This is an optimization exercise on Yosys and OpenROAD, whose aim is small area, not a production implementation.
RTL that was checked went through simulation tests only; none was proved equivalent to the original.

==> flow/design.v (excerpt) <==
module decode_stage_p #(
    parameter int XLEN  = 32,
    parameter int NREG  = 32,
    parameter int CNT_W = 16
) (
    input  logic             clk,
    input  logic             rst,
    input  logic             in_valid,
    input  logic [31:0]      instr,
    input  logic [XLEN-1:0]  pc_plus4,
    input  logic             wb_we,
    input  logic [4:0]       wb_addr,
    input  logic [XLEN-1:0]  wb_data,
    input  logic             ex_memread,
    input  logic             ex_regwrite,
    input  logic [4:0]       ex_dst,
    input  logic             mem_memread,
    input  logic             mem_regwrite,
    input  logic [4:0]       mem_dst,
    input  logic [XLEN-1:0]  mem_alu,
    output logic             pc_write,
    output logic             ifid_write,
    output logic             ifid_flush,
    output logic             pc_src,
    output logic [XLEN-1:0]  branch_target,
    output logic             illegal_op,
    output logic [CNT_W-1:0] stall_cnt,
    output logic [CNT_W-1:0] flush_cnt,
    output logic             idex_valid,
    output logic [3:0]       idex_ex,
    output logic [2:0]       idex_m,
    output logic [1:0]       idex_wb,
    output logic [4:0]       idex_rs,
    output logic [4:0]       idex_rt,
    output logic [4:0]       idex_rd,
    output logic [XLEN-1:0]  idex_imm,
    output logic [XLEN-1:0]  idex_d1,
    output logic [XLEN-1:0]  idex_d2,
    output logic [XLEN-1:0]  idex_pc4
);
    logic [5:0] op;
    logic [4:0] rs, rt;
    assign op = instr[31:26];
    assign rs = instr[25:21];
    assign rt = instr[20:16];
  ...
Size: about 3200 cells after synthesis, about 1200 flip-flops, roughly 370 I/O pins, about 50000 um^2 of cells after synthesis.
export LEC_CHECK = 0
export CAP_MARGIN = 5
export CORE_MARGIN = 2
export CORE_UTILIZATION = 55
export GPL_TIMING_DRIVEN = 1
export SETUP_SLACK_MARGIN = 0.4
export SLEW_MARGIN = 5
export SYNTH_HIERARCHICAL = 1
export SYNTH_MINIMUM_KEEP_SIZE = 0
create_clock -name core_clock -period 8.0 [get_ports {clk}]
standard.sh (not shown) runs the stock make flow with config.mk's settings and CLKGATE_MAP_FILE= SYNTH_SCRIPT=/design/flow/synth_recipe.tcl, a recipe that flattens the netlist after the stock synthesis.
==> flow/flow/run.sh <==
#!/bin/bash
# Layout flow: the standard flow (standard.sh, unchanged synthesis), with
# three changes to how the layout is made:
# - the input and output port buffers use the smallest buffer cell
#   (sky130_fd_sc_hd__buf_1) instead of the one buffer_ports picks by itself;
#   repair still upsizes any of them that timing or slew needs;
# - timing-driven global placement keeps none of the trial buffering and
#   resizing it does to weight the nets (GPL_KEEP_OVERFLOW=0); the usual
#   repair steps after placement, CTS and global routing still run;
# - clock tree synthesis clusters up to 25 sinks within 100 um per leaf
#   buffer and inserts no dummy loads.
# Each step's full output goes to its own log in this folder; ORFS's per-stage
# logs stay under orfs/logs/.
set -euo pipefail
bash standard.sh synth > synth.log 2>&1
bash standard.sh \
  "BUFFER_PORTS_ARGS=-buffer_cell sky130_fd_sc_hd__buf_1" \
  "GPL_KEEP_OVERFLOW=0" \
  "CTS_ARGS=-sink_clustering_enable -repair_clock_nets -sink_clustering_size 25 -sink_clustering_max_diameter 100 -dont_use_dummy_load" \
  finish > layout.log 2>&1
Rerun with:
--- a/flow/design.v
+++ b/flow/design.v
@@ -45,49 +45,38 @@
     assign rt = instr[20:16];
     logic c_r, c_lw, c_sw, c_addi, c_br, illegal_dec, uses_rt, is_beq;
     assign c_r    = (op == 6'h00);
     assign c_lw   = (op == 6'h23);
     assign c_sw   = (op == 6'h2B);
     assign c_addi = (op == 6'h08);
     assign c_br   = (op[5:1] == 5'b00010);
     assign is_beq = !op[0];
     assign illegal_dec = !(c_r || c_lw || c_sw || c_addi || c_br);
     assign uses_rt = c_r || c_sw || c_br;
     logic [XLEN-1:0] rf [1:NREG-1];
     logic [NREG-1:1] rvalid;
-    logic [3:0] wwe_hi;
-    logic [7:0] wlo;
-    always_comb begin
-        for (int k = 0; k < 4; k++) wwe_hi[k] = wb_we && (wb_addr[4:3] == k[1:0]);
-        for (int k = 0; k < 8; k++) wlo[k] = (wb_addr[2:0] == k[2:0]);
-    end
-    logic [NREG-1:1] wsel_lo, wsel_hi;
-    for (genvar i = 1; i < NREG; i++) begin : g_wsel
-        decode_stage_and2 u_wl (.a(wwe_hi[i/8]), .b(wlo[i%8]), .y(wsel_lo[i]));
-        decode_stage_and2 u_wh (.a(wwe_hi[i/8]), .b(wlo[i%8]), .y(wsel_hi[i]));
-    end
+    logic [NREG-1:1] wsel;
+    always_comb
+        for (int i = 1; i < NREG; i++) wsel[i] = wb_we && (wb_addr == i[4:0]);
     always_ff @(posedge clk or negedge rst) begin
         if (!rst) rvalid <= '0;
-        else      rvalid <= rvalid | wsel_lo;
+        else      rvalid <= rvalid | wsel;
     end
     always_ff @(posedge clk)
-        for (int i = 1; i < NREG; i++) begin
-            if (wsel_lo[i]) rf[i][15:0]  <= wb_data[15:0];
-            if (wsel_hi[i]) rf[i][31:16] <= wb_data[31:16];
-        end
+        for (int i = 1; i < NREG; i++)
+            if (wsel[i]) rf[i] <= wb_data;
     logic [XLEN-1:0] rd1, rd2;
     logic [NREG-1:1] ren;
-    for (genvar i = 1; i < NREG; i++) begin : g_ren
-        decode_stage_ren u_ren (.v(rvalid[i]), .a(wwe_hi[i/8]), .b(wlo[i%8]), .y(ren[i]));
-    end
+    always_comb
+        for (int i = 1; i < NREG; i++) ren[i] = rvalid[i] && !wsel[i];
     logic [3:0] hi1, hi2;
     logic [7:0] lo1, lo2;
     logic       aeq1, aeq2;
     always_comb begin
         for (int k = 0; k < 4; k++) begin
             hi1[k] = (rs[4:3] == k[1:0]);
             hi2[k] = (rt[4:3] == k[1:0]);
         end
         for (int k = 0; k < 8; k++) begin
             lo1[k] = (rs[2:0] == k[2:0]);
             lo2[k] = (rt[2:0] == k[2:0]);
         end
@@ -209,18 +198,12 @@
 module decode_stage_and2 (
     input  logic a, b,
     output logic y
 );
     assign y = a & b;
 endmodule
 module decode_stage_nand11 (
     input  logic [10:0] a,
     output logic        y
 );
     assign y = !(&a);
 endmodule
-module decode_stage_ren (
-    input  logic v, a, b,
-    output logic y
-);
-    assign y = v & !(a & b);
-endmodule
Design area hardly moves.
Setup slack gets better by 0.091 ns.
Hold slack improved by 0.0094 ns.
Clock-buffer cell count is unchanged.
Sequential share of layout area is about the same.
Synthesized cell count goes down slightly.
Non-clock buffer count is lower by 10.
Core utilization climbs by 0.11 points.
Sequential cell count is unchanged.
Wire length is higher by a few percent.
Maximum frequency came out higher slightly.
The RTL of the first run of this note was laid out without a check of its function.

[what the ideal ports hide]
No port has a modelled driver above. Below, the same layouts with a new extraction and two added sets of constraints.
Step 1: set_driving_cell puts a clkbuf_16 on clk and a buf_2 on each other input, an assumption about the parent block.
Step 2 times the ports against the registers' clock, not the clock port: input delays grow and output delays shrink by t, the midpoint of the rising clock arrivals with the driver on.
a / b / c = ideal / step 1 / step 2; a / b = the first two.
| run | shift t [ns] | setup WS [ns] | worst hold slack (ns) | worst setup path after step 2 | slew at the worst register clock pin (ns) |
|---|---|---|---|---|---|
| the first run | 0.746 | 0.153 / 0.017 / 0.017 | 0.463 / 0.463 / 0.463 | input to output | 0.11 / 0.11 |
| the second run | 0.738 | 0.244 / 0.207 / 0.207 | 0.473 / 0.473 / 0.473 | input to output | 0.11 / 0.11 |
After both steps every run listed still meets setup and hold. The setup slack of the first run, which loses most, moves by -0.136 ns with the drivers and by -0.136 ns with both steps.
